This is an optimization exercise on Yosys and OpenROAD, whose aim is small area and few clock cycles per item, not a production implementation. In this exercise RTL edits were held to simulation tests only and were not proved equivalent to the original.

==> flow/design.v (outline; a module is shown in full before it is edited, if it fits) <==
// module fp_round_rne: 40 lines
// module fp_mul_pipe: 1301 lines
// module fp_mul_fa: 5 lines
// module fp_mul_ha: 4 lines
module fp_mul_pipe #(
  parameter int EXP_W = 8,
  parameter int MAN_W = 23,
  parameter int TAG_W = 4
) (
  input  logic                           clk,
  input  logic                           rst_n,
  input  logic                           in_valid,
  output logic                           in_ready,
  input  logic [EXP_W+MAN_W:0]           in_a,
  input  logic [EXP_W+MAN_W:0]           in_b,
  input  logic [TAG_W-1:0]               in_tag,
  output logic                           out_valid,
  input  logic                           out_ready,
  output logic [EXP_W+MAN_W:0]           out_y,
  output logic [TAG_W-1:0]               out_tag,
  output logic [3:0]                     out_flags
);
  // ...
==> flow/flow/run.sh <==
#!/bin/bash
# Own flow: the standard layout (standard.sh, which runs the standard
# synthesis unchanged and ORFS from floorplan to finish), with two changes:
# - the input and output ports are buffered with the smallest buffer cell
#   (sky130_fd_sc_hd__buf_1) instead of the cell buffer_ports picks by
#   default; repair may still resize them where timing or slew needs it;
# - timing-driven global placement does not keep the buffers and resizing
#   of its internal repair passes (GPL_KEEP_OVERFLOW=0); the later repair
#   steps of the flow add only what the placed design still needs.
set -euo pipefail
export BUFFER_PORTS_ARGS="-buffer_cell sky130_fd_sc_hd__buf_1"
export GPL_KEEP_OVERFLOW=0
bash standard.sh finish > standard_flow.log 2>&1
==> flow/standard.sh <==
#!/bin/bash
# synth_recipe.tcl (not shown) runs the flow's synth.tcl, then flattens the netlist and writes it again
# the make line also repeats each setting of config.mk as NAME=value (left out here)
make -C /OpenROAD-flow-scripts/flow DESIGN_CONFIG=/design/flow/config.mk WORK_HOME=/design/flow/orfs CLKGATE_MAP_FILE= SYNTH_SCRIPT=/design/flow/synth_recipe.tcl "${@:-finish}"
==> flow/config.mk <==
export PLATFORM = sky130hd
export DESIGN_NAME = fp_mul_pipe
export DESIGN_NICKNAME = fp_mul_pipe
export VERILOG_FILES = /design/flow/design.v
export SDC_FILE = /design/flow/constraint.sdc
export NUM_CORES = 4
export LEC_CHECK = 0
export ABC_AREA = 1
export CAP_MARGIN = 20
export CORE_MARGIN = 2
export CORE_UTILIZATION = 40
export SLEW_MARGIN = 20
export SYNTH_HIERARCHICAL = 1
==> flow/constraint.sdc <==
create_clock -name core_clock -period 7.5 [get_ports {clk}]
set_input_delay 1.5000 -clock core_clock [delete_from_list [all_inputs] [get_ports {clk}]]
set_output_delay 1.5000 -clock core_clock [all_outputs]
set_load 0.01 [all_outputs]
==> flow_summary.yaml, run 1 <==
setup_path:
  required_ps: 7510
  worstSetupEndpointType: "register"
  r2r_end: "lo_q[22]"
  crit_end: "st_q"
  rr_startpoint: "v_q"
clocking:
  path_clk_slew_ps: 70
  cts.sink_count: 45
  cts.path.max_buffers: 2
  cts_root_buffer: "clkbuf_16"
finish:
  regArea_sq_um: 1346
  mostFrequentLayoutCell: "xor2_1"
  regMostFlops: "lo_q"
sta:
  setup_viol: 0
  holdWs_ps: 846.1
floorplanning:
  core_area_sq_um: 39640
  start_util_pct: 40.51
  pin_count: 114
grt:
  grtUsageMet3_pct: 5.086
  met1_usage_pct: 34.40
  top_usage_layer: "met2"
  grt_pass1_wl_mm: 80.70
  grt_max_degree: 32
  overflow: 0
min_path:
  hold_class: "reg -> reg"
place:
  dpl-instance-area_sq_um: 16860
  pre_cts_ws_ps: -1659
  io_buffers: 113
yosys:
  synth-simple-area-share_pct: 10.27
  synth_mux_area_share_pct: 0
  synth_fp_nets: 2248
  yosysTopAreaCellShare_pct: 35.03
  synth-edff-count: 44
  synthAdderAreaFrac_pct: 43.84
  ys_ff_latch: 45
routing:
  drt_iter0_drc: 1521
  wl_met1_mm: 21.93
  met3WireLength_mm: 5.724
  route.met2.wl_mm: 24.39
status:
  status: "timing/DRC/antenna clean"
Testbench counts, summed over its fixed seeds: cycles 24,008, items 24,000.
==> run 2, diff against run 1 <==
--- a/flow/design.v
+++ b/flow/design.v
@@ -1305,43 +1305,50 @@
     assign c[46] = G_0_45;
     assign c[47] = G_0_46;
     assign c[48] = G_0_47;
     assign s = p ^ c[47:0];
     assign co = c[48];
     assign lo = s;
     assign lo_c = co;
   end
+  logic [8:0] es_d;
+  logic [8:1] ec;
+  fp_mul_ha u_e0 (.a(ea[0]), .b(eb[0]), .s(es_d[0]), .co(ec[1]));
+  for (genvar k = 1; k < 8; k++) begin : g_es
+    fp_mul_fa u_e (.a(ea[k]), .b(eb[k]), .c(ec[k]), .s(es_d[k]), .co(ec[k+1]));
+  end
+  assign es_d[8] = ec[8];
   logic        v_q;
   logic        sgn_q, st_q, nv_q;
   logic [1:0]  kind_q;
   logic [8:0]  es_q;
   logic [47:22] lo_q;
   logic [TAG_W-1:0] tag_q;
   always_ff @(posedge clk or negedge rst_n) begin
     if (!rst_n) v_q <= 1'b0;
     else if (adv) v_q <= in_valid;
   end
   always_ff @(posedge clk) begin
     if (adv) begin
       sgn_q  <= in_a[31] ^ in_b[31];
       kind_q <= kind_d;
       nv_q   <= nv_d;
-      es_q   <= {1'b0, ea} + {1'b0, eb};
+      es_q   <= es_d;
       lo_q   <= lo[47:22];
       st_q   <= |lo[21:0];
       tag_q  <= in_tag;
     end
   end
   logic [47:0] prod;
   assign prod[47:22] = lo_q;
   assign prod[21:0] = '0;
   logic        nsh, g, s, up, carry, ovf, unf;
   logic [22:0] man, man_i;
-  logic signed [9:0] e;
+  logic [9:0] e;
   assign nsh   = prod[47];
   assign man   = nsh ? prod[46:24] : prod[45:23];
   assign g     = nsh ? prod[23] : prod[22];
   assign s     = st_q | (nsh & prod[22]);
   assign up    = g & (man[0] | s);
   logic [22:0] ic;
   logic [4:0] bc;
   assign bc[0] = up;
@@ -1352,20 +1359,36 @@
       assign ic[k] = ic[k-1] & man[k-1];
     end
     if (k % 6 == 5 || k == 22) begin : g_blk
       assign bc[k / 6 + 1] = bc[k / 6] & (&man[k:k - (k % 6)]);
     end
   end
   assign man_i = man ^ ic;
   assign carry = bc[4];
-  assign e     = $signed({1'b0, es_q}) - 10'sd127 + $signed({9'd0, nsh})
-               + $signed({9'd0, carry});
-  assign ovf   = (e >= 10'sd255);
-  assign unf   = (e <= 10'sd0);
+  logic [9:0] v, vc, pv;
+  assign v[0]  = ~(es_q[0] ^ nsh);
+  assign vc[1] = es_q[0] | nsh;
+  for (genvar k = 1; k < 7; k++) begin : g_v
+    assign v[k]    = es_q[k] ^ vc[k];
+    assign vc[k+1] = es_q[k] & vc[k];
+  end
+  assign v[7]  = ~(es_q[7] ^ vc[7]);
+  assign vc[8] = es_q[7] | vc[7];
+  assign v[8]  = ~(es_q[8] ^ vc[8]);
+  assign vc[9] = es_q[8] | vc[8];
+  assign v[9]  = ~vc[9];
+  assign pv[0] = 1'b1;
+  for (genvar k = 1; k < 10; k++) begin : g_pv
+    assign pv[k] = pv[k-1] & v[k-1];
+  end
+  assign e   = v ^ ({10{carry}} & pv);
+  assign ovf = (!v[9] & (v[8] | (&v[7:0])))
+             | (carry & !v[9] & !v[8] & (v[7:0] == 8'hfe));
+  assign unf = v[9] | (!carry & (v == 10'd0));
   always_comb begin
     out_flags = '0;
     case (kind_q)
       2'd3: begin
         out_y = 32'h7fc00000;
         out_flags[3] = nv_q;
       end
       2'd2: out_y = {sgn_q, 8'hff, 23'd0};
==> flow/flow/run.sh (replaced) <==
#!/bin/bash
# Own flow: the standard layout (standard.sh, which runs the standard
# synthesis unchanged and ORFS from floorplan to finish), except that the
# input and output ports are buffered with the smallest buffer cell
# (sky130_fd_sc_hd__buf_1) instead of the cell buffer_ports picks by default.
# Repair may still resize these buffers where timing or slew needs it.
set -euo pipefail
export BUFFER_PORTS_ARGS="-buffer_cell sky130_fd_sc_hd__buf_1"
bash standard.sh finish > standard_flow.log 2>&1
--- a/flow/config.mk
+++ b/flow/config.mk
@@ -4,10 +4,11 @@
 export VERILOG_FILES = /design/flow/design.v
 export SDC_FILE = /design/flow/constraint.sdc
 export NUM_CORES = 4
 export LEC_CHECK = 0
 export ABC_AREA = 1
 export CAP_MARGIN = 20
 export CORE_MARGIN = 2
 export CORE_UTILIZATION = 40
+export PLACE_DENSITY = 0.8
 export SLEW_MARGIN = 20
 export SYNTH_HIERARCHICAL = 1
==> flow_summary.yaml, run 2 <==
sta:
  slew-limit-headroom_pct: 32.59
  setup_viol: 0
  fin_crit_ps: 7252
  tightest_slew_ps: 1008
  rsz0062_at_grt: "false"
  clock_skew_ps: 4.962
  max_freq_ghz: 0.1379
  period_share_pct: 96.69
  hold_viol: 0
  finalMaxSlewViolations: 0
  holdWs_ps: 965.6
  worst_slack_ps: 248.2
yosys:
  yosysWarningCount: 7
  post-synth-top-count-cell: "fa_1"
  syn_area_per_cell_sq_um: 9.030
  yosysTopAreaCellShare_pct: 35.78
  synth_fp_nets: 2241
  synthCells: 1772
  ys_top_cells_by_area: "fa_1, xor2_1, o22ai_1"
  async_flop_share_pct: 2.222
  syn_area_sq_um: 16000
  synth-edff-count: 44
  synth.largest_area_cell: "fa_1"
  synth-main-ff-cell: "edfxtp_1"
  ys_types: 48
  ys_ff_latch: 45
  seq_area_frac_synth_pct: 8.413
  synth_common_cells: "fa_1, xor2_1, o22ai_1"
finish:
  drive_gt1_share_pct: 9.047
  reg_top3: "lo_q (26), es_q (9), tag_q (4)"
  nFillCells: 3782
  area_growth_pct: 8.953
  final_cell_mix: "fa_1, xor2_1, o22ai_1"
  fin_cells: 2374
  regMostFlops: "lo_q"
  largest_reg_flops: 26
  final_nets: 2314
  mostFrequentLayoutCell: "fa_1"
  fin_area_sq_um: 17430
setup_path:
  cp_num_buf_inv: 3
  r2r_end: "lo_q[47]"
  cp-start-kind: "input pin"
  crit_path_top_delay_cell: "fa_1"
  cp_max_fo: 12
  cpLargestDelayFamily: "adder cells"
  cp_common_cell: "nand2_1"
  r2r_setup_slack_ps: 5980
  arrival_ps: 7280
  worstSetupEndpointType: "register"
  rr_worst_depth: 1
  max_stage_delay_ps: 520
  required_ps: 7530
  rr_startpoint: "v_q"
  critPathKind: "in -> reg"
place:
  post-dp-hpwl_mm: 40.34
  place_congestion: 0.9794
  io_buffers: 113
  dpl-instance-area_sq_um: 17240
  pre_cts_ws_ps: -62.47
  dp_cells: 2363
floorplanning:
  chipWidth_microns: 204.0
  die_y_microns: 204.0
  pin_count: 114
  dieArea_sq_um: 41620
  core.rowCount: 73
  start_util_pct: 40.37
  core_area_sq_um: 39640
grt:
  antenna_found_initial: 2
  overflow: 0
  grt_pass1_wl_mm: 80.30
  grt_usage_pct: 24.56
  grt_pass1_vias: 14340
  grt_max_degree: 47
clocking:
  htree_levels: 2
  path_clk_slew_ps: 60
  cts.path.max_buffers: 2
  cts_root_buffer: "clkbuf_16"
  cts_buffers: 5
  clk_latency_ps: 280
  cts_tree: "built"
  cts.sink_count: 45
routing:
  drt_iter0_drc: 1580
  vias_per_cell: 5.867
  ant_nets: 0
  dr.pass1.iters: 6
  wl_mm: 50.62
  wl_per_cell_microns: 21.32
  drc: 0
  vias: 13930
min_path:
  hold_class: "in -> async"
status:
  status: "timing/DRC/antenna clean"
run:
  drv_cap: 0
## run 2: metrics by stage
step	util, %	setup TNS (ps)
after floorplan	-	0
after global routing	43.97	0
after CTS	43.92	0
after detailed placement	43.49	-123.6
final	43.98	0
after global placement	43.49	-9.770
## run 2: layer usage
metal | global-route usage [%] | vias up | wire length [microns]
met3 | 5.580 | 171 | 6284
met4 | 9.420 | 0 | 2342
li1 | - | 6048 | -
met1 | 33.01 | 6715 | 19560
met5 | 0 | - | 0
met2 | 38.63 | 995 | 22430
## run 2: layout make-up
type,instances,area [sq um],area share (%)
Multi-Input combinational cell,1394,13400,76.84
Sequential cell,45,1346,7.722
Timing Repair Buffer,198,1101,6.316
Inverter,201,754.5,4.328
Tap cell,525,656.9,3.768
Clock buffer,5,125.1,0.7177
Clock inverter,3,46.29,0.2655
Antenna cell,3,7.507,0.04306
## run 2: kinds of logic (layout without fill, tap and decap cells)
group / after synthesis / count (layout) / share of synthesized area [%]
adder cells (fa/ha/maj): 397 / 397 / 44.46
AND/OR/NAND/NOR: 364 / 364 / 10.06
AO/OA/AOI/OAI: 345 / 345 / 13.31
buffers and inverters: 333 / 407 / 7.991
XOR/XNOR: 287 / 287 / 15.71
flip-flops: 45 / 45 / 8.413
multiplexers: 1 / 1 / 0.06256
other: 0 / 3 / 0
## run 2: worst max-delay path by stage
| stage | endpoint | slack [ps] | start | cells past startpoint |
|---|---|---|---|---|
| detailed placement | st_q | -60 | in_b[5] | 22 |
| finish | lo_q[47] | 250 | in_b[19] | 26 |
| CTS | st_q | 220 | in_b[5] | 22 |
| global route | st_q | 20 | in_b[1] | 26 |
| floorplan | lo_q[47] | 310 | in_b[5] | 30 |
| global placement | st_q | -10 | in_b[5] | 22 |
## run 2: modules after synthesis (local to each module, per instance)
module       copies in the design  cells inside  area (sq um)
fp_mul_ha                      29             1         12.51
fp_mul_fa                     263             1         20.02
fp_mul_pipe                     1          1480         10370
## run 2: what timing repair did
item,in CTS,in global routing
setup endpoints to repair,0,3
hold buffers,0,0
buffers inserted,0,0
gates resized for setup,0,10
Testbench counts of run 2, summed over its fixed seeds: cycles 24,008, items 24,000.
==> run 3, diff against run 2 <==
--- a/flow/config.mk
+++ b/flow/config.mk
@@ -9,6 +9,7 @@
 export CAP_MARGIN = 20
 export CORE_MARGIN = 2
 export CORE_UTILIZATION = 40
-export PLACE_DENSITY = 0.8
+export CTS_BUF_LIST = sky130_fd_sc_hd__clkbuf_8
+export PLACE_DENSITY = 0.9
 export SLEW_MARGIN = 20
 export SYNTH_HIERARCHICAL = 1
==> flow_summary.yaml, run 3 <==
routing:
  vias_per_cell: 5.866
  wl_per_cell_microns: 21.18
  wl_mm: 50.43
  vias: 13970
  drc: 0
  ant_nets: 0
  dr.pass1.iters: 8
  drt_iter0_drc: 1611
yosys:
  syn_area_per_cell_sq_um: 9.030
  synth_mux_area_share_pct: 0.06255
  seq_area_frac_synth_pct: 8.413
  post-synth-top-count-cell: "fa_1"
  synth-edff-count: 44
  synth_common_cells: "fa_1, xor2_1, o22ai_1"
  yosysWarningCount: 7
  synth_compound_area_share_pct: 13.31
  synthAdderAreaFrac_pct: 44.46
  synth-main-ff-cell: "edfxtp_1"
  synth.largest_area_cell: "fa_1"
  synth_fp_nets: 2241
  ys_types: 48
  ys_top_cells_by_area: "fa_1, xor2_1, o22ai_1"
  yosysTopAreaCellShare_pct: 35.78
  synth-simple-area-share_pct: 10.06
  ys_ff_latch: 45
  async_flop_share_pct: 2.222
  synth_xor_xnor_area_share_pct: 15.71
  synthCells: 1772
  synth_top_family_by_area: "adder cells"
  syn_area_sq_um: 16000
finish:
  fin_area_sq_um: 17470
  mostFrequentLayoutCell: "fa_1"
  drive_gt1_share_pct: 9.763
  fin_cells: 2381
  nFillCells: 3723
  reg_top3: "lo_q (26), es_q (9), tag_q (4)"
  largest_reg_flops: 26
  regArea_sq_um: 1346
  regMostFlops: "lo_q"
  area_growth_pct: 9.203
  multi_input_area_sq_um: 13410
  final_nets: 2322
  final_cell_mix: "fa_1, xor2_1, o22ai_1"
grt:
  grt_pass1_wl_mm: 78.43
  grt_pass1_vias: 14290
  grt_usage_pct: 23.96
  antenna_found_initial: 4
  grt_max_degree: 47
  overflow: 0
clocking:
  path_clk_slew_ps: 80
  cts_root_buffer: "clkbuf_8"
  cts_buffers: 5
  clk_latency_ps: 300
  cts.sink_count: 45
  cts_tree: "built"
  hold_buffers: 0
  cts.path.max_buffers: 2
  post_cts.repair.setup_buffers: 0
  cts_resized: 0
  htree_levels: 2
floorplanning:
  start_util_pct: 40.37
  dieArea_sq_um: 41620
  die_y_microns: 204.0
  core_area_sq_um: 39640
  pin_count: 114
  chipWidth_microns: 204.0
  core.rowCount: 73
sta:
  clock_skew_ps: 7.974
  fin_crit_ps: 7244
  period_share_pct: 96.58
  holdWs_ps: 952.5
  tightest_slew_ps: 963.2
  setup_viol: 0
  finalMaxSlewViolations: 0
  slew-limit-headroom_pct: 35.56
  hold_viol: 0
  max_freq_ghz: 0.1381
run:
  drv_cap: 0
setup_path:
  worstSetupEndpointType: "register"
  critPathKind: "in -> reg"
  required_ps: 7540
  cp-start-kind: "input pin"
  cp_max_fo: 15
  arrival_ps: 7290
min_path:
  hold_class: "in -> async"
status:
  status: "timing/DRC/antenna clean"
place:
  dpl-instance-area_sq_um: 17320
  place_congestion: 1.024
  dp_cells: 2371
  io_buffers: 113
  post-dp-hpwl_mm: 40.73
run 3: cell counts after synthesis:
Identical to the previous run, type by type.
run 3: per-stage QoR:
stage	util, %	setup TNS (ps)	worst slack (ps)
finish	44.08	0	256.4
global route	44.08	-8.363	-8.363
CTS	43.98	0	237.3
detailed placement	43.70	-161.9	-83.93
global placement	43.70	0	29.46
floorplan	-	0	310.8
run 3: final cells by class:
cell class | count | area share, %
multi-input combinational | 1394 | 76.74
sequential | 45 | 7.704
tap | 525 | 3.759
clock inverter | 3 | 0.2363
timing repair buffer | 206 | 6.802
clock buffer | 5 | 0.3938
inverter | 201 | 4.339
antenna | 2 | 0.02864
run 3: metal layers:
metal  GRT usage (%)  wire [microns]  up-vias
li1                -               -     6065
met1           31.02           18930     6637
met2           37.35           22200     1026
met3           5.405            6206      239
met4           12.89            3090        0
met5               0               0        -
run 3: worst paths after layout:
check / slack [ps] / startpoint / end / cells past startpoint
setup / recovery: 260 / in_b[11] / lo_q[46] / 26
hold / removal: 950 / rst_n / v_q / 1
setup reg to reg: 6000 / v_q / lo_q[25] / 1
hold reg to reg: 1150 / v_q / v_q / 2
max in group asynchronous: 6440 / rst_n / v_q / 1
min in group core_clock: 1150 / v_q / v_q / 2
run 3: kinds of logic (layout without fill, tap and decap cells):
family                     Yosys count  after routing
muxes                                1              1
DFF                                 45             45
and+or+nand+nor                    364            364
buffers and inverters              333            415
adders and majority gates          397            397
AOI/OAI and AO/OA                  345            345
other                                0              2
xor gates and xnor gates           287            287
run 3: worst max-delay path: stages:
cell	delay [ps]
clkbuf_2	180
inv_1	120
nand2_1	110
nand2_1	320
buf_4	310
o22ai_1	180
xor2_1	310
ha_1	310
fa_1	430
fa_1	490
fa_1	550
fa_1	480
ha_1	300
nand2_1	60
nor2_1	120
nand2_1	100
nor3b_1	260
nand2_1	100
nand2_1	160
nand2_1	70
nand2_1	100
nand2_1	60
nand2_1	90
nand2_1	60
nand2_1	70
fa_1	410
run 3: per-module statistics from Yosys (local to each module, per instance):
module | cells inside | area (sq um)
fp_mul_fa | 1 | 20.02
fp_mul_pipe | 1480 | 10370
fp_mul_ha | 1 | 12.51
==> run 4, diff against run 3 <==
--- a/flow/config.mk
+++ b/flow/config.mk
@@ -9,7 +9,6 @@
 export CAP_MARGIN = 20
 export CORE_MARGIN = 2
 export CORE_UTILIZATION = 40
-export CTS_BUF_LIST = sky130_fd_sc_hd__clkbuf_8
 export PLACE_DENSITY = 0.9
 export SLEW_MARGIN = 20
 export SYNTH_HIERARCHICAL = 1
==> flow_summary.yaml, run 4 <==
status:
  status: "timing/DRC/antenna clean"
setup_path:
  arrival_ps: 7290
  crit_end: "lo_q[46]"
  r2r_end: "lo_q[26]"
  worstSetupEndpointType: "register"
  required_ps: 7530
  startpoint: "in_b[3]"
  cp-start-kind: "input pin"
  rr_worst_depth: 1
  critPathKind: "in -> reg"
  rr_startpoint: "v_q"
  r2r_setup_slack_ps: 6000
  cp_max_fo: 8
yosys:
  syn_area_per_cell_sq_um: 9.030
  synth_fp_nets: 2241
  yosysTopAreaCellShare_pct: 35.78
  seq_area_frac_synth_pct: 8.413
  synthCells: 1772
  ys_types: 48
  synth_common_cells: "fa_1, xor2_1, o22ai_1"
  ys_ff_latch: 45
  synth-main-ff-cell: "edfxtp_1"
  synth-edff-count: 44
  syn_area_sq_um: 16000
  synth.largest_area_cell: "fa_1"
  async_flop_share_pct: 2.222
  ys_top_cells_by_area: "fa_1, xor2_1, o22ai_1"
  post-synth-top-count-cell: "fa_1"
  yosysWarningCount: 7
finish:
  fin_area_sq_um: 17540
  mostFrequentLayoutCell: "fa_1"
  largest_reg_flops: 26
  final_nets: 2322
  drive_gt1_share_pct: 9.978
  area_growth_pct: 9.602
  final_cell_mix: "fa_1, xor2_1, o22ai_1"
  nFillCells: 3708
  regMostFlops: "lo_q"
  reg_top3: "lo_q (26), es_q (9), tag_q (4)"
clocking:
  htree_levels: 2
  post_cts.repair.setup_buffers: 0
  cts_buffers: 5
  cts.sink_count: 45
  cts_root_buffer: "clkbuf_16"
  clk_latency_ps: 290
  cts.path.max_buffers: 2
  path_clk_slew_ps: 60
  cts_tree: "built"
routing:
  wl_per_cell_microns: 21.26
  vias_per_cell: 5.881
  vias: 14010
  ant_nets: 0
  drt_iter0_drc: 1558
  dr.pass1.iters: 6
  wl_mm: 50.64
  drc: 0
sta:
  tightest_slew_ps: 975.2
  clock_skew_ps: 4.593
  holdWs_ps: 969.7
  fin_crit_ps: 7257
  hold_viol: 0
  max_freq_ghz: 0.1378
  period_share_pct: 96.77
  finalMaxSlewViolations: 0
  slew-limit-headroom_pct: 34.76
  rsz0062_at_grt: "false"
  setup_viol: 0
grt:
  overflow: 0
  grt_pass1_vias: 14340
  grt_max_degree: 47
  antenna_found_initial: 3
  grt_pass1_wl_mm: 78.79
  grt_usage_pct: 24.10
place:
  io_buffers: 113
  place_congestion: 1.024
  dpl-instance-area_sq_um: 17320
  post-dp-hpwl_mm: 40.73
floorplanning:
  dieArea_sq_um: 41620
  core_area_sq_um: 39640
  start_util_pct: 40.37
  die_y_microns: 204.0
  chipWidth_microns: 204.0
  core.rowCount: 73
  pin_count: 114
min_path:
  hold_class: "in -> async"
run:
  drv_cap: 0
## run 4: cell counts after synthesis
No cell type changed its count.
## run 4: final cells by class
type,count,area (sq um),share of cell area [%]
repair buffers,206,1189,6.777
flip-flops and latches,45,1346,7.676
clock inverters,3,41.29,0.2354
diodes,3,7.507,0.04281
inverters,201,758.2,4.323
well taps,525,656.9,3.745
clock buffers,5,125.1,0.7134
multi-input cells,1394,13410,76.49
## run 4: what timing repair did
action                     4_1_cts  5_1_grt
setup endpoints to repair        0        4
hold buffers                     0        0
resized for setup                0       19
## run 4: how the worst min path moves through the flow
stage | end | startpoint | cells past startpoint
6_report | v_q | rst_n | 1
5_1_grt | v_q | rst_n | 1
4_1_cts | v_q | rst_n | 1
3_5_place_dp | v_q | v_q | 2
3_3_place_gp | v_q | v_q | 2
2_1_floorplan | v_q | rst_n | 0
## run 4: per-module statistics from Yosys (local to each module, per instance)
| module | cells | flops+latches |
|---|---|---|
| fp_mul_pipe | 1480 | 45 |
| fp_mul_ha | 1 | 0 |
| fp_mul_fa | 1 | 0 |
## run 4: worst max-delay path, cell delays in order
cell and delay (ps):
clkbuf_2 250, inv_1 230, o21ai_0 120, nand2_1 120, buf_4 200, o22ai_1 170
xor2_1 300, fa_1 510, fa_1 460, fa_1 400, fa_1 560, fa_1 410
ha_1 360, nand2_1 70, inv_1 70, nand3_1 120, nor3b_1 280, nand2_1 100
nand2_1 160, nand2_1 70, nand2_1 100, nand2_1 60, nand2_1 90, nand2_1 60
nand2_1 70, fa_1 410
## run 4: kinds of logic (layout without fill, tap and decap cells)
| family | Yosys count | after routing | synth area share (%) |
|---|---|---|---|
| flops | 45 | 45 | 8.413 |
| buf+inv | 333 | 415 | 7.991 |
| compound gates | 345 | 345 | 13.31 |
| mux | 1 | 1 | 0.06256 |
| fa+ha+maj | 397 | 397 | 44.46 |
| other cells | 0 | 3 | 0 |
| simple gates | 364 | 364 | 10.06 |
| xor+xnor | 287 | 287 | 15.71 |
## run 4: layer usage
| layer | global-route usage [%] | vias up | routed length, microns | part of all wire [%] |
|---|---|---|---|---|
| met3 | 5.389 | 250 | 6124 | 12 |
| met5 | 0 | - | 11 | 0.022 |
| li1 | - | 6073 | - | - |
| met4 | 12.29 | 2 | 3091 | 6.1 |
| met1 | 31.30 | 6640 | 18990 | 37 |
| met2 | 37.83 | 1043 | 22420 | 44 |
## run 4: stage by stage
step	TNS, ps	util (%)	setup WS, ps	std cells
detailed placement	-161.9	43.70	-83.93	2371
floorplan	0	-	310.8	1772
global route	0	44.22	9.882	2379
CTS	0	44.12	213.8	2379
global placement	0	43.70	29.46	2371
finish	0	44.24	242.6	2382
==> run 5, diff against run 4 <==
--- a/flow/config.mk
+++ b/flow/config.mk
@@ -8,7 +8,7 @@
 export ABC_AREA = 1
 export CAP_MARGIN = 20
 export CORE_MARGIN = 2
-export CORE_UTILIZATION = 40
-export PLACE_DENSITY = 0.9
+export CORE_UTILIZATION = 50
+export PLACE_DENSITY = 0.8
 export SLEW_MARGIN = 20
 export SYNTH_HIERARCHICAL = 1
==> flow_summary.yaml, run 5 <==
status:
  status: "timing/DRC/antenna clean"
grt:
  grt_max_degree: 47
  top_usage_layer: "met2"
  grtUsageMet3_pct: 8.697
  overflow: 0
  grt_pass1_wl_mm: 79.01
  grt_usage_pct: 30.34
  antenna_found_initial: 1
  use_met2_pct: 47.36
  met1_usage_pct: 40.07
  grt_pass1_vias: 14440
finish:
  final_nets: 2340
  drive_gt1_share_pct: 11.28
  mostFrequentLayoutCell: "fa_1"
  fin_cells: 2275
  fin_area_sq_um: 17510
  regMostFlops: "lo_q"
  area_growth_pct: 9.438
  largest_reg_flops: 26
  final_cell_mix: "fa_1, xor2_1, o22ai_1"
  nFillCells: 2725
  reg_top3: "lo_q (26), es_q (9), tag_q (4)"
  postLayoutCoreUtil_pct: 55.50
floorplanning:
  start_util_pct: 50.71
  die_y_microns: 182.9
  pin_count: 114
  core_area_sq_um: 31560
  core.rowCount: 65
  chipWidth_microns: 182.9
  dieArea_sq_um: 33450
clocking:
  cts_root_buffer: "clkbuf_16"
  cts.sink_count: 45
  htree_levels: 2
  hold_buffers: 0
  clk_latency_ps: 280
  cts.path.max_buffers: 2
  cts_tree: "built"
  path_clk_slew_ps: 60
  cts_buffers: 5
sta:
  setup_viol: 0
  worst_slack_ps: 256.2
  max_freq_ghz: 0.1381
  tightest_slew_ps: 998.3
  slew-limit-headroom_pct: 33.21
  fin_crit_ps: 7244
  finalMaxSlewViolations: 0
  clock_skew_ps: 1.892
  hold_viol: 0
  period_share_pct: 96.58
setup_path:
  cp_num_buf_inv: 6
  worstSetupEndpointType: "register"
  cpLargestDelayFamily: "adder cells"
  r2r_end: "lo_q[29]"
  rr_worst_depth: 1
  critPathKind: "in -> reg"
  required_ps: 7500
  cp_common_cell: "nand2_1"
  r2r_setup_slack_ps: 5990
  cp_max_fo: 15
  arrival_ps: 7250
  max_stage_delay_ps: 520
  rr_startpoint: "v_q"
  crit_path_top_delay_cell: "fa_1"
  cp-start-kind: "input pin"
yosys:
  yosysTopAreaCellShare_pct: 35.78
  synth_common_cells: "fa_1, xor2_1, o22ai_1"
  ys_top_cells_by_area: "fa_1, xor2_1, o22ai_1"
  synthCells: 1772
  seq_area_frac_synth_pct: 8.413
  post-synth-top-count-cell: "fa_1"
  yosysWarningCount: 7
  synth-edff-count: 44
  ys_types: 48
  synth.largest_area_cell: "fa_1"
  syn_area_sq_um: 16000
  syn_area_per_cell_sq_um: 9.030
  async_flop_share_pct: 2.222
  synth_fp_nets: 2241
  synth-main-ff-cell: "edfxtp_1"
  ys_ff_latch: 45
routing:
  wl_mm: 50.10
  drc: 0
  wl_per_cell_microns: 22.02
  ant_nets: 0
  vias_per_cell: 6.186
  dr.pass1.iters: 6
  drt_iter0_drc: 1967
  vias: 14070
run:
  drv_cap: 0
place:
  dpl-instance-area_sq_um: 17190
  place_congestion: 1.010
  dp_cells: 2256
  pre_cts_ws_ps: -112.4
  io_buffers: 113
  post-dp-hpwl_mm: 40.00
min_path:
  hold_class: "in -> async"
## run 5: how the worst max path moves through the flow
stage | startpoint | endpoint | slack, ps | cells past startpoint
global route | in_b[17] | lo_q[47] | -60 | 32
CTS | in_b[9] | lo_q[35] | 140 | 22
floorplan | in_b[5] | lo_q[47] | 310 | 30
global placement | in_b[17] | lo_q[35] | 60 | 23
finish | in_b[1] | lo_q[35] | 260 | 27
detailed placement | in_b[9] | lo_q[35] | -110 | 22
## run 5: final cells by class
type	count	area (sq um)	area share, %
diodes	2	5.005	0.02858
clock buffers	5	125.1	0.7145
clock inverters	2	35.03	0.2001
multi-input cells	1394	13460	76.84
inverters	201	758.2	4.330
well taps	402	503.0	2.872
repair buffers	224	1284	7.331
flip-flops and latches	45	1346	7.688
## run 5: cells by family after synthesis
logic type	Yosys count	synth area share, %
compound gates	345	13.31
simple gates	364	10.06
xor+xnor	287	15.71
buf+inv	333	7.991
mux	1	0.06256
fa+ha+maj	397	44.46
flops	45	8.413
## run 5: modules after synthesis, one instance, submodules excluded
module	cells inside	flops+latches	cell area, sq um
fp_mul_pipe	1480	45	10370
fp_mul_fa	1	0	20.02
fp_mul_ha	1	0	12.51
## run 5: per-stage QoR
| stage | setup TNS, ps | hold WS, ps |
|---|---|---|
| 6_report | 0 | 969.5 |
| 2_1_floorplan | 0 | 1204 |
| 5_1_grt | -80.66 | 966.7 |
| 4_1_cts | 0 | 962.1 |
| 3_3_place_gp | 0 | 1132 |
| 3_5_place_dp | -189.0 | 1155 |
## run 5: layer usage
| metal | part of all wire (%) | up-vias |
|---|---|---|
| met5 | 0 | - |
| met4 | 4.4 | 0 |
| met3 | 13 | 157 |
| met2 | 45 | 1003 |
| met1 | 38 | 6807 |
| li1 | - | 6106 |
## run 5: timing repair
| action | CTS | global route |
|---|---|---|
| resized for setup | 0 | 34 |
| endpoints found under the setup margin | 0 | 9 |
| setup buffers | 0 | 10 |
==> run 6, diff against run 5 <==
==> flow/flow/run.sh (replaced) <==
#!/bin/bash
# Own flow: the standard layout (standard.sh) with three changes:
# - after the standard synthesis (run unchanged), the combinational cells of
#   its netlist are mapped again by ABC (flow/remap.ys.in, flow/remap.abc);
#   the flip-flops (same names and cell types) and the full/half adder cells
#   are kept exactly as the standard synthesis made them;
# - the input and output ports are buffered with the smallest buffer cell
#   (sky130_fd_sc_hd__buf_1) instead of the cell buffer_ports picks by
#   default; repair may still resize them where timing or slew needs it.
# Each tool's output goes to a log file of its own in this folder.
set -euo pipefail
export BUFFER_PORTS_ARGS="-buffer_cell sky130_fd_sc_hd__buf_1"
R="$PWD/orfs/results/sky130hd/fp_mul_pipe/base"
LIB="$FLOW_HOME/platforms/sky130hd/lib/sky130_fd_sc_hd__tt_025C_1v80.lib"
bash standard.sh synth > standard_synth.log 2>&1
cp "$R/1_2_yosys.v" "$PWD/standard_netlist.v"
sed -e "s#@LIB@#$LIB#g" -e "s#@NETLIST@#$PWD/standard_netlist.v#" \
    -e "s#@OUT@#$PWD/remapped_netlist.v#" flow/remap.ys.in > remap.ys
"${YOSYS_EXE:-$FLOW_HOME/../tools/install/yosys/bin/yosys}" -q -l remap.log remap.ys > remap_stdout.log 2>&1
cp "$PWD/remapped_netlist.v" "$R/1_2_yosys.v"
touch "$R/1_2_yosys.v"
bash standard.sh finish > standard_flow.log 2>&1
==> flow/flow/remap.abc (new file) <==
strash
dch
map -B 0.9
topo
stime -c
buffer -c
upsize -c
dnsize -c
strash
dch
map -B 0.9
topo
stime -c
buffer -c
upsize -c
dnsize -c
==> flow/flow/remap.ys.in (new file) <==
# Re-map the combinational logic of the standard synthesis netlist with ABC.
# Flip-flops and the full/half adder cells are kept as they are (black boxes);
# every other cell is read back as its liberty function and mapped again.
read_liberty -ignore_miss_func @LIB@
read_verilog @NETLIST@
hierarchy -top fp_mul_pipe
setattr -mod -set blackbox 1 sky130_fd_sc_hd__fa_1 sky130_fd_sc_hd__ha_1 sky130_fd_sc_hd__edfxtp_1 sky130_fd_sc_hd__dfrtp_1 sky130_fd_sc_hd__dfxtp_1 sky130_fd_sc_hd__conb_1
flatten
hierarchy -top fp_mul_pipe
opt_clean -purge
abc -liberty @LIB@ -dont_use sky130_fd_sc_hd__fill_1 -dont_use sky130_fd_sc_hd__fill_2 -dont_use sky130_fd_sc_hd__fill_4 -dont_use sky130_fd_sc_hd__fill_8 -dont_use sky130_fd_sc_hd__lpflow_bleeder_1 -dont_use sky130_fd_sc_hd__lpflow_clkbufkapwr_1 -dont_use sky130_fd_sc_hd__lpflow_clkbufkapwr_16 -dont_use sky130_fd_sc_hd__lpflow_clkbufkapwr_2 -dont_use sky130_fd_sc_hd__lpflow_clkbufkapwr_4 -dont_use sky130_fd_sc_hd__lpflow_clkbufkapwr_8 -dont_use sky130_fd_sc_hd__lpflow_clkinvkapwr_1 -dont_use sky130_fd_sc_hd__lpflow_clkinvkapwr_16 -dont_use sky130_fd_sc_hd__lpflow_clkinvkapwr_2 -dont_use sky130_fd_sc_hd__lpflow_clkinvkapwr_4 -dont_use sky130_fd_sc_hd__lpflow_clkinvkapwr_8 -dont_use sky130_fd_sc_hd__lpflow_decapkapwr_12 -dont_use sky130_fd_sc_hd__lpflow_decapkapwr_3 -dont_use sky130_fd_sc_hd__lpflow_decapkapwr_4 -dont_use sky130_fd_sc_hd__lpflow_decapkapwr_6 -dont_use sky130_fd_sc_hd__lpflow_decapkapwr_8 -dont_use sky130_fd_sc_hd__lpflow_inputiso0n_1 -dont_use sky130_fd_sc_hd__lpflow_inputiso0p_1 -dont_use sky130_fd_sc_hd__lpflow_inputiso1n_1 -dont_use sky130_fd_sc_hd__lpflow_inputiso1p_1 -dont_use sky130_fd_sc_hd__lpflow_inputisolatch_1 -dont_use sky130_fd_sc_hd__lpflow_isobufsrc_1 -dont_use sky130_fd_sc_hd__lpflow_isobufsrc_16 -dont_use sky130_fd_sc_hd__lpflow_isobufsrc_2 -dont_use sky130_fd_sc_hd__lpflow_isobufsrc_4 -dont_use sky130_fd_sc_hd__lpflow_isobufsrc_8 -dont_use sky130_fd_sc_hd__lpflow_isobufsrckapwr_16 -dont_use sky130_fd_sc_hd__lpflow_lsbuf_lh_hl_isowell_tap_1 -dont_use sky130_fd_sc_hd__lpflow_lsbuf_lh_hl_isowell_tap_2 -dont_use sky130_fd_sc_hd__lpflow_lsbuf_lh_hl_isowell_tap_4 -dont_use sky130_fd_sc_hd__lpflow_lsbuf_lh_isowell_4 -dont_use sky130_fd_sc_hd__lpflow_lsbuf_lh_isowell_tap_1 -dont_use sky130_fd_sc_hd__lpflow_lsbuf_lh_isowell_tap_2 -dont_use sky130_fd_sc_hd__lpflow_lsbuf_lh_isowell_tap_4 -dont_use sky130_fd_sc_hd__probe_p_8 -dont_use sky130_fd_sc_hd__probec_p_8  -script flow/remap.abc -D 7500
opt_clean -purge
hilomap -singleton -hicell sky130_fd_sc_hd__conb_1 HI -locell sky130_fd_sc_hd__conb_1 LO
splitnets
opt_clean -purge
insbuf -buf sky130_fd_sc_hd__buf_4 A X
stat -liberty @LIB@
write_verilog -noattr -nohex -nodec @OUT@
--- a/flow/config.mk
+++ b/flow/config.mk
@@ -8,7 +8,7 @@
 export ABC_AREA = 1
 export CAP_MARGIN = 20
 export CORE_MARGIN = 2
-export CORE_UTILIZATION = 50
+export CORE_UTILIZATION = 40
 export PLACE_DENSITY = 0.8
 export SLEW_MARGIN = 20
 export SYNTH_HIERARCHICAL = 1
==> flow_summary.yaml, run 6 <==
finish:
  mostFrequentLayoutCell: "fa_1"
  multi_input_area_sq_um: 13270
  final_cell_mix: "fa_1, xor2_1, o22ai_1"
  drive_gt1_share_pct: 7.781
  reg_top3: "lo_q (26), es_q (9), tag_q (4)"
  regArea_sq_um: 1346
  largest_reg_flops: 26
  final_nets: 2293
  area_growth_pct: 9.774
  regMostFlops: "lo_q"
  nFillCells: 3669
min_path:
  hold_class: "reg -> reg"
  min_to: "v_q"
  hp-start: "v_q"
  hold_depth: 3
floorplanning:
  start_util_pct: 40.65
  die_y_microns: 202.4
  pin_count: 114
  chipWidth_microns: 202.4
  core.rowCount: 72
  dieArea_sq_um: 40970
  core_area_sq_um: 38740
routing:
  drc: 0
  wl_per_cell_microns: 21.37
  ant_nets: 0
  drt_iter0_drc: 1741
  dr.pass1.iters: 8
  vias_per_cell: 5.937
  vias: 13920
  wl_mm: 50.09
clocking:
  hold_buffers: 0
  cts.path.max_buffers: 2
  htree_levels: 2
  clk_latency_ps: 290
  cts_buffers: 5
  cts_root_buffer: "clkbuf_16"
  cts_tree: "built"
  cts.sink_count: 45
  path_clk_slew_ps: 60
sta:
  fin_crit_ps: 7233
  period_share_pct: 96.44
  finalMaxSlewViolations: 0
  max_freq_ghz: 0.1383
  hold_viol: 0
  slew-limit-headroom_pct: 47.13
  holdWs_ps: 891.0
  tightest_slew_ps: 792.1
  setup_viol: 0
  clock_skew_ps: 2.790
  rsz0062_at_grt: "false"
setup_path:
  arrival_ps: 7270
  r2r_end: "es_q[0]"
  cp_common_cell: "nand2_1"
  max_stage_delay_ps: 550
  rr_worst_depth: 2
  critPathKind: "in -> reg"
  required_ps: 7540
  crit_path_top_delay_cell: "fa_1"
  worstSetupEndpointType: "register"
  cp_max_fo: 13
  rr_startpoint: "v_q"
  cp-start-kind: "input pin"
  r2r_setup_slack_ps: 6160
yosys:
  synthCells: 1719
  yosysWarningCount: 7
  synth_fp_nets: 2188
  syn_area_per_cell_sq_um: 9.159
  syn_area_sq_um: 15750
grt:
  grt_pass1_wl_mm: 78.49
  grt_max_degree: 46
  overflow: 0
  grt_usage_pct: 24.23
  antenna_found_initial: 1
  grt_pass1_vias: 14420
place:
  io_buffers: 113
  post-dp-hpwl_mm: 39.79
  place_congestion: 0.9721
status:
  status: "timing/DRC/antenna clean"
run:
  drv_cap: 0
run 6: worst max path at each step:
stage,start,to,slack (ps),cells after the start
final,in_b[5],lo_q[47],270,25
after global routing,in_b[11],lo_q[47],5,30
after CTS,in_b[15],lo_q[47],260,28
after detailed placement,in_b[15],lo_q[47],-40,28
after global placement,in_b[12],lo_q[47],-180,26
after floorplan,in_b[15],lo_q[47],670,27
run 6: repair_timing:
item / CTS / global route
setup endpoints to repair: 0 / 4
setup buffers: 0 / 0
gates resized for setup: 0 / 6
run 6: layout make-up:
type,count,area share [%]
Antenna cell,1,0.01448
Clock buffer,7,0.8252
Clock inverter,1,0.1737
Inverter,195,4.322
Multi-Input combinational cell,1382,76.79
Sequential cell,45,7.789
Tap cell,518,3.750
Timing Repair Buffer,195,6.334
run 6: routing by layer:
layer / wire length [microns] / up-vias / part of all wire (%) / track usage (%)
li1: - / 5989 / - / -
met3: 6762 / 197 / 13 / 6.756
met1: 18690 / 6719 / 37 / 31.34
met4: 2019 / 0 / 4.0 / 9.098
met2: 22620 / 1012 / 45 / 38.67
met5: 0 / - / 0 / 0
run 6: worst max-delay path: cells and delay by family:
family / cells / cell delay, ps
XOR/XNOR: 2 / 400
AO/OA/AOI/OAI: 3 / 500
buffers and inverters: 2 / 200
adder cells (fa/ha/maj): 7 / 3140
AND/OR/NAND/NOR: 11 / 1520
run 6: stage by stage:
stage          utilization (%)  TNS [ps]  instances  area (sq um)  worst slack [ps]
6_report                 44.62         0       2344         17280             267.0
5_1_grt                  44.62         0       2344         17280             4.634
4_1_cts                  44.57         0       2343         17270             258.0
3_5_place_dp             44.12    -35.38       2335         17090            -35.38
3_3_place_gp             44.11    -662.1       2334         17090            -183.0
2_1_floorplan                -         0       1719         15750             666.2
==> run 7, diff against run 6 <==
==> flow/flow/remap.abc (replaced) <==
strash
dc2
dch -f
map -B 0.9
topo
stime -c
buffer -c
upsize -c
dnsize -c
==> flow_summary.yaml, run 7 <==
setup_path:
  critPathKind: "in -> reg"
  rr_startpoint: "v_q"
  worstSetupEndpointType: "register"
  r2r_end: "lo_q[22]"
  required_ps: 7540
  rr_worst_depth: 2
  max_stage_delay_ps: 610
  cp_max_fo: 6
  cp_common_cell: "nand2_1"
  r2r_setup_slack_ps: 6160
  crit_path_top_delay_cell: "fa_1"
  arrival_ps: 7720
  cp-start-kind: "input pin"
min_path:
  hp-start: "v_q"
  hold_class: "reg -> reg"
  hold_depth: 3
  min_to: "v_q"
yosys:
  syn_area_per_cell_sq_um: 9.190
  syn_area_sq_um: 15550
  yosysWarningCount: 7
  synthCells: 1692
  synth_fp_nets: 2161
clocking:
  cts_tree: "built"
  hold_buffers: 0
  clk_latency_ps: 290
  cts_root_buffer: "clkbuf_16"
  cts.sink_count: 45
  cts_buffers: 5
  htree_levels: 2
  cts.path.max_buffers: 2
  path_clk_slew_ps: 70
finish:
  fin_area_sq_um: 20070
  largest_reg_flops: 26
  reg_top3: "lo_q (26), es_q (9), tag_q (4)"
  multi_input_area_sq_um: 13720
  regArea_sq_um: 1346
  nFillCells: 3390
  area_growth_pct: 29.10
  final_cell_mix: "buf_4, fa_1, xor2_1"
  antenna_cells: 0
  drive_gt1_share_pct: 27.02
  final_nets: 2518
  mostFrequentLayoutCell: "buf_4"
  postLayoutCoreUtil_pct: 52.18
  regMostFlops: "lo_q"
floorplanning:
  start_util_pct: 40.42
  dieArea_sq_um: 40470
  pin_count: 114
  core.rowCount: 72
  core_area_sq_um: 38470
  chipWidth_microns: 201.2
  die_y_microns: 201.2
routing:
  drc: 0
  dr.pass1.iters: 5
  drt_iter0_drc: 1706
  highest_layer: "met4"
  vias: 14890
  route.met2.wl_mm: 25.13
  met3WireLength_mm: 6.201
  wl_per_cell_microns: 21.52
  wl_met1_mm: 21.03
  vias_per_cell: 5.798
  wl_mm: 55.27
  ant_nets: 0
sta:
  finalMaxSlewViolations: 0
  max_freq_ghz: 0.1301
  worst_slack_ps: -185.0
  fin_crit_ps: 7685
  tightest_slew_ps: 901.4
  hold_viol: 0
  slew-limit-headroom_pct: 39.91
  rsz0062_at_grt: "true"
  clock_skew_ps: 5.601
  period_share_pct: 102.5
  setup_tns_ps: -219.4
  setup_viol: 2
grt:
  grt_pass1_wl_mm: 84.46
  grt_usage_pct: 26.61
  grt_pass1_vias: 15360
  overflow: 0
  antenna_found_initial: 0
  grt_max_degree: 47
place:
  pre_cts_ws_ps: -772.3
  io_buffers: 113
  place_congestion: 1.038
  dpl-instance-area_sq_um: 18770
  post-dp-hpwl_mm: 43.82
run:
  drv_cap: 0
status:
  violatedChecks: "negative setup slack"
  status: "finished with violations"
-- run 7: area by class of cell --
cell class	instances	share of cell area, %
Sequential cell	45	6.707
Inverter	208	4.363
Clock inverter	2	0.06857
Tap cell	518	3.229
Multi-Input combinational cell	1343	68.34
Timing Repair Buffer	446	16.60
Clock buffer	6	0.6919
-- run 7: through the flow --
| stage | cells | hold WS [ps] |
|---|---|---|
| finish | 2568 | 866.0 |
| CTS | 2546 | 896.9 |
| floorplan | 1692 | 1204 |
| global route | 2568 | 948.0 |
| detailed placement | 2522 | 883.4 |
| global placement | 2522 | 845.7 |
-- run 7: metal layers --
layer | vias up | global-route usage, %
met2 | 1082 | 42.57
met4 | 0 | 11.67
met1 | 7187 | 35.49
li1 | 6420 | -
met3 | 199 | 4.697
met5 | - | 0
-- run 7: what timing repair did --
item / in CTS / in global routing
buffers inserted: 14 / 21
pin swaps: 28 / 48
setup endpoints to repair: 5 / 7
gates cloned: 2 / 1
gates resized for setup: 82 / 131
-- run 7: worst max-delay path by stage --
stage / start / end / slack, ps / cells past startpoint
floorplan: in_b[2] / lo_q[47] / -120 / 51
global placement: in_b[1] / lo_q[47] / -570 / 52
detailed placement: in_b[1] / lo_q[47] / -770 / 48
CTS: in_b[1] / lo_q[47] / -130 / 52
global route: in_a[4] / lo_q[47] / -510 / 56
finish: in_b[3] / lo_q[47] / -190 / 53
-- run 7: worst max-delay path: cells and delay by family --
kind | cells | cell delay (ps)
AO/OA/AOI/OAI | 2 | 200
buffers and inverters | 3 | 450
adder cells (fa/ha/maj) | 6 | 2690
XOR/XNOR | 3 | 480
AND/OR/NAND/NOR | 39 | 2360
==> run 8, diff against run 7 <==
--- a/flow/flow/run.sh
+++ b/flow/flow/run.sh
@@ -1,7 +1,10 @@
 #!/bin/bash
 # Own flow: the standard layout (standard.sh) with three changes:
 # - after the standard synthesis (run unchanged), the combinational cells of
-#   its netlist are mapped again by ABC (flow/remap.ys.in, flow/remap.abc);
+#   its netlist are mapped again by ABC (flow/remap.ys.in): the logic from
+#   the register to the outputs, which has time to spare, for area
+#   (flow/remap_area.abc), the rest with the standard script run twice
+#   (flow/remap.abc);
 #   the flip-flops (same names and cell types) and the full/half adder cells
 #   are kept exactly as the standard synthesis made them;
 # - the input and output ports are buffered with the smallest buffer cell
==> flow/flow/remap.abc (replaced) <==
strash
dch
map -B 0.9
topo
stime -c
buffer -c
upsize -c
dnsize -c
strash
dch
map -B 0.9
topo
stime -c
buffer -c
upsize -c
dnsize -c
--- a/flow/flow/remap.ys.in
+++ b/flow/flow/remap.ys.in
@@ -8,6 +8,11 @@
 flatten
 hierarchy -top fp_mul_pipe
 opt_clean -purge
+# the logic from the register to the outputs has time to spare: map it for area
+select -set p2 o:* %ci*:-sky130_fd_sc_hd__edfxtp_1,sky130_fd_sc_hd__dfrtp_1
+abc -liberty @LIB@ -dont_use sky130_fd_sc_hd__fill_1 -dont_use sky130_fd_sc_hd__fill_2 -dont_use sky130_fd_sc_hd__fill_4 -dont_use sky130_fd_sc_hd__fill_8 -dont_use sky130_fd_sc_hd__lpflow_bleeder_1 -dont_use sky130_fd_sc_hd__lpflow_clkbufkapwr_1 -dont_use sky130_fd_sc_hd__lpflow_clkbufkapwr_16 -dont_use sky130_fd_sc_hd__lpflow_clkbufkapwr_2 -dont_use sky130_fd_sc_hd__lpflow_clkbufkapwr_4 -dont_use sky130_fd_sc_hd__lpflow_clkbufkapwr_8 -dont_use sky130_fd_sc_hd__lpflow_clkinvkapwr_1 -dont_use sky130_fd_sc_hd__lpflow_clkinvkapwr_16 -dont_use sky130_fd_sc_hd__lpflow_clkinvkapwr_2 -dont_use sky130_fd_sc_hd__lpflow_clkinvkapwr_4 -dont_use sky130_fd_sc_hd__lpflow_clkinvkapwr_8 -dont_use sky130_fd_sc_hd__lpflow_decapkapwr_12 -dont_use sky130_fd_sc_hd__lpflow_decapkapwr_3 -dont_use sky130_fd_sc_hd__lpflow_decapkapwr_4 -dont_use sky130_fd_sc_hd__lpflow_decapkapwr_6 -dont_use sky130_fd_sc_hd__lpflow_decapkapwr_8 -dont_use sky130_fd_sc_hd__lpflow_inputiso0n_1 -dont_use sky130_fd_sc_hd__lpflow_inputiso0p_1 -dont_use sky130_fd_sc_hd__lpflow_inputiso1n_1 -dont_use sky130_fd_sc_hd__lpflow_inputiso1p_1 -dont_use sky130_fd_sc_hd__lpflow_inputisolatch_1 -dont_use sky130_fd_sc_hd__lpflow_isobufsrc_1 -dont_use sky130_fd_sc_hd__lpflow_isobufsrc_16 -dont_use sky130_fd_sc_hd__lpflow_isobufsrc_2 -dont_use sky130_fd_sc_hd__lpflow_isobufsrc_4 -dont_use sky130_fd_sc_hd__lpflow_isobufsrc_8 -dont_use sky130_fd_sc_hd__lpflow_isobufsrckapwr_16 -dont_use sky130_fd_sc_hd__lpflow_lsbuf_lh_hl_isowell_tap_1 -dont_use sky130_fd_sc_hd__lpflow_lsbuf_lh_hl_isowell_tap_2 -dont_use sky130_fd_sc_hd__lpflow_lsbuf_lh_hl_isowell_tap_4 -dont_use sky130_fd_sc_hd__lpflow_lsbuf_lh_isowell_4 -dont_use sky130_fd_sc_hd__lpflow_lsbuf_lh_isowell_tap_1 -dont_use sky130_fd_sc_hd__lpflow_lsbuf_lh_isowell_tap_2 -dont_use sky130_fd_sc_hd__lpflow_lsbuf_lh_isowell_tap_4 -dont_use sky130_fd_sc_hd__probe_p_8 -dont_use sky130_fd_sc_hd__probec_p_8  -script flow/remap_area.abc -D 7500 @p2
+select -clear
+# the rest as the standard synthesis maps it, run twice
 abc -liberty @LIB@ -dont_use sky130_fd_sc_hd__fill_1 -dont_use sky130_fd_sc_hd__fill_2 -dont_use sky130_fd_sc_hd__fill_4 -dont_use sky130_fd_sc_hd__fill_8 -dont_use sky130_fd_sc_hd__lpflow_bleeder_1 -dont_use sky130_fd_sc_hd__lpflow_clkbufkapwr_1 -dont_use sky130_fd_sc_hd__lpflow_clkbufkapwr_16 -dont_use sky130_fd_sc_hd__lpflow_clkbufkapwr_2 -dont_use sky130_fd_sc_hd__lpflow_clkbufkapwr_4 -dont_use sky130_fd_sc_hd__lpflow_clkbufkapwr_8 -dont_use sky130_fd_sc_hd__lpflow_clkinvkapwr_1 -dont_use sky130_fd_sc_hd__lpflow_clkinvkapwr_16 -dont_use sky130_fd_sc_hd__lpflow_clkinvkapwr_2 -dont_use sky130_fd_sc_hd__lpflow_clkinvkapwr_4 -dont_use sky130_fd_sc_hd__lpflow_clkinvkapwr_8 -dont_use sky130_fd_sc_hd__lpflow_decapkapwr_12 -dont_use sky130_fd_sc_hd__lpflow_decapkapwr_3 -dont_use sky130_fd_sc_hd__lpflow_decapkapwr_4 -dont_use sky130_fd_sc_hd__lpflow_decapkapwr_6 -dont_use sky130_fd_sc_hd__lpflow_decapkapwr_8 -dont_use sky130_fd_sc_hd__lpflow_inputiso0n_1 -dont_use sky130_fd_sc_hd__lpflow_inputiso0p_1 -dont_use sky130_fd_sc_hd__lpflow_inputiso1n_1 -dont_use sky130_fd_sc_hd__lpflow_inputiso1p_1 -dont_use sky130_fd_sc_hd__lpflow_inputisolatch_1 -dont_use sky130_fd_sc_hd__lpflow_isobufsrc_1 -dont_use sky130_fd_sc_hd__lpflow_isobufsrc_16 -dont_use sky130_fd_sc_hd__lpflow_isobufsrc_2 -dont_use sky130_fd_sc_hd__lpflow_isobufsrc_4 -dont_use sky130_fd_sc_hd__lpflow_isobufsrc_8 -dont_use sky130_fd_sc_hd__lpflow_isobufsrckapwr_16 -dont_use sky130_fd_sc_hd__lpflow_lsbuf_lh_hl_isowell_tap_1 -dont_use sky130_fd_sc_hd__lpflow_lsbuf_lh_hl_isowell_tap_2 -dont_use sky130_fd_sc_hd__lpflow_lsbuf_lh_hl_isowell_tap_4 -dont_use sky130_fd_sc_hd__lpflow_lsbuf_lh_isowell_4 -dont_use sky130_fd_sc_hd__lpflow_lsbuf_lh_isowell_tap_1 -dont_use sky130_fd_sc_hd__lpflow_lsbuf_lh_isowell_tap_2 -dont_use sky130_fd_sc_hd__lpflow_lsbuf_lh_isowell_tap_4 -dont_use sky130_fd_sc_hd__probe_p_8 -dont_use sky130_fd_sc_hd__probec_p_8  -script flow/remap.abc -D 7500
 opt_clean -purge
 hilomap -singleton -hicell sky130_fd_sc_hd__conb_1 HI -locell sky130_fd_sc_hd__conb_1 LO
==> flow/flow/remap_area.abc (new file) <==
strash
dc2
dch -f
map -a
topo
stime -c
buffer -c
upsize -c
dnsize -c
==> flow_summary.yaml, run 8 <==
clocking:
  cts_buffers: 5
  path_clk_slew_ps: 70
  cts_tree: "built"
  cts.sink_count: 45
  htree_levels: 2
  cts_root_buffer: "clkbuf_16"
  cts.path.max_buffers: 2
  clk_latency_ps: 290
routing:
  vias: 13980
  drt_iter0_drc: 1710
  wl_mm: 50.87
  dr.pass1.iters: 6
  wl_per_cell_microns: 21.85
  highest_layer: "met5"
  route.met2.wl_mm: 22.66
  vias_per_cell: 6.005
  drc: 0
  ant_nets: 0
  met3WireLength_mm: 6.167
  wl_met1_mm: 18.62
floorplanning:
  dieArea_sq_um: 40900
  pin_count: 114
  die_y_microns: 202.2
  start_util_pct: 40.58
  chipWidth_microns: 202.2
  core_area_sq_um: 38740
  core.rowCount: 72
sta:
  finalMaxSlewViolations: 0
  holdWs_ps: 956.9
  tightest_slew_ps: 851.0
  hold_viol: 0
  fin_crit_ps: 7245
  setup_viol: 0
  rsz0062_at_grt: "false"
  slew-limit-headroom_pct: 43.21
  max_freq_ghz: 0.1380
  clock_skew_ps: 9.268
  period_share_pct: 96.60
  setup_tns_ps: 0
setup_path:
  worstSetupEndpointType: "register"
  cp_max_fo: 9
  r2r_setup_slack_ps: 6210
  critPathKind: "in -> reg"
  cp-start-kind: "input pin"
  required_ps: 7510
  rr_worst_depth: 1
  arrival_ps: 7260
  rr_startpoint: "v_q"
  r2r_end: "es_q[5]"
grt:
  grt_pass1_vias: 14780
  antenna_found_initial: 1
  grt_usage_pct: 24.92
  overflow: 0
  grt_pass1_wl_mm: 80.50
  grt_max_degree: 47
finish:
  mostFrequentLayoutCell: "fa_1"
  area_growth_pct: 10.10
  fin_area_sq_um: 17310
  final_cell_mix: "fa_1, xor2_1, o22ai_1"
  antenna_cells: 0
  reg_top3: "lo_q (26), es_q (9), tag_q (4)"
  postLayoutCoreUtil_pct: 44.68
  regArea_sq_um: 1346
  regMostFlops: "lo_q"
  drive_gt1_share_pct: 9.834
  nFillCells: 3646
  multi_input_area_sq_um: 13280
  largest_reg_flops: 26
  final_nets: 2278
run:
  drv_cap: 0
yosys:
  syn_area_sq_um: 15720
  synth_fp_nets: 2166
  syn_area_per_cell_sq_um: 9.263
  synthCells: 1697
  yosysWarningCount: 7
place:
  place_congestion: 0.9567
  post-dp-hpwl_mm: 40.41
  dpl-instance-area_sq_um: 17060
  io_buffers: 113
min_path:
  hold_class: "in -> async"
status:
  status: "timing/DRC/antenna clean"
-- run 8: critical path, cell delays in order --
cell and delay [ps]:
clkbuf_4 180, or2_1 310, nand2_1 220, buf_4 260, o22ai_1 110, xor2_1 200
fa_1 590, fa_1 510, fa_1 410, fa_1 510, fa_1 410, ha_1 330
nand2_1 70, nor2_1 130, nand2_1 100, nor3b_1 230, nand2_2 80, nand2_2 140
nand2_1 70, nand2_1 120, nand2_1 70, nand2_1 100, nand2_1 70, nand2_1 90
fa_1 430
-- run 8: how the worst max path moves through the flow --
stage | startpoint | endpoint | slack (ps)
global route | in_b[9] | lo_q[46] | 3
finish | in_b[13] | lo_q[46] | 260
CTS | in_b[13] | lo_q[47] | 140
global placement | in_b[13] | lo_q[47] | 40
floorplan | in_b[3] | lo_q[47] | 810
detailed placement | in_b[13] | lo_q[47] | -100
-- run 8: cell type report --
cell class / count / area share [%]
Clock buffer: 6 / 0.8025
Clock inverter: 2 / 0.2169
Inverter: 186 / 4.034
Sequential cell: 45 / 7.779
Tap cell: 518 / 3.745
Timing Repair Buffer: 203 / 6.709
Multi-Input combinational cell: 1368 / 76.71
-- run 8: timing repair --
item | 4_1_cts | 5_1_grt
buffers inserted | 0 | 0
gates resized for setup | 0 | 13
setup endpoints to repair | 0 | 2
hold endpoints to repair | 0 | 0
hold buffers | 0 | 0
-- run 8: layer usage --
layer / GRT usage (%) / vias to the layer above
li1: - / 5944
met1: 31.35 / 6759
met2: 38.75 / 1018
met3: 6.901 / 256
met4: 13.97 / 2
met5: 0 / -
-- run 8: through the flow --
| step | instances | worst slack (ps) |
|---|---|---|
| 2_1_floorplan | 1697 | 813.9 |
| 3_3_place_gp | 2319 | 35.64 |
| 3_5_place_dp | 2319 | -96.30 |
| 4_1_cts | 2327 | 136.3 |
| 5_1_grt | 2328 | 3.381 |
| 6_report | 2328 | 255.4 |

[port drivers added, routing unchanged]
In the flow no input, the clock included, has a driving cell. The finished layouts below were timed again as built, in two steps.
Step 1 (the two cells are an assumption about what drives the block):
set clk [get_ports {clk}]
set_driving_cell -lib_cell sky130_fd_sc_hd__clkbuf_16 $clk
set_driving_cell -lib_cell sky130_fd_sc_hd__buf_2 [delete_from_list [all_inputs] $clk]
Step 2 adds t to the input delays and takes it off the output delays; t is the mean of the earliest and latest rising clock arrival at the registers after step 1. Input paths then give back, and output paths get back, about the clock's delay inside the block.
a / b / c = no drivers / after step 1 / after step 2; a / b = the first two.
run | t, ns | slack for setup (ns) | hold slack, ns | worst register clock-pin slew, ns
run 1 | 0.333 | 0.210 / 0.182 / -0.150 | 0.846 / 0.846 / 0.846 | 0.07 / 0.07
run 2 | 0.317 | 0.248 / 0.150 / -0.166 | 0.966 / 0.956 / 1.154 | 0.06 / 0.06
run 3 | 0.330 | 0.256 / 0.256 / -0.074 | 0.952 / 0.942 / 1.149 | 0.08 / 0.08
run 4 | 0.324 | 0.243 / 0.256 / -0.067 | 0.970 / 0.955 / 1.147 | 0.06 / 0.06
run 5 | 0.312 | 0.256 / 0.266 / -0.046 | 0.969 / 0.963 / 1.152 | 0.06 / 0.06
run 6 | 0.321 | 0.267 / 0.251 / -0.069 | 0.891 / 0.891 / 0.891 | 0.06 / 0.06
run 7 | 0.321 | -0.185 / -0.203 / -0.523 | 0.866 / 0.866 / 0.866 | 0.07 / 0.07
run 8 | 0.327 | 0.255 / 0.235 / -0.092 | 0.957 / 0.945 / 0.957 | 0.07 / 0.07
Met with ideal ports but missed after step 2: setup timing in 7 of these runs. The setup slack of run 2, which loses most, moves by -0.098 ns with the drivers and by -0.414 ns with both steps.
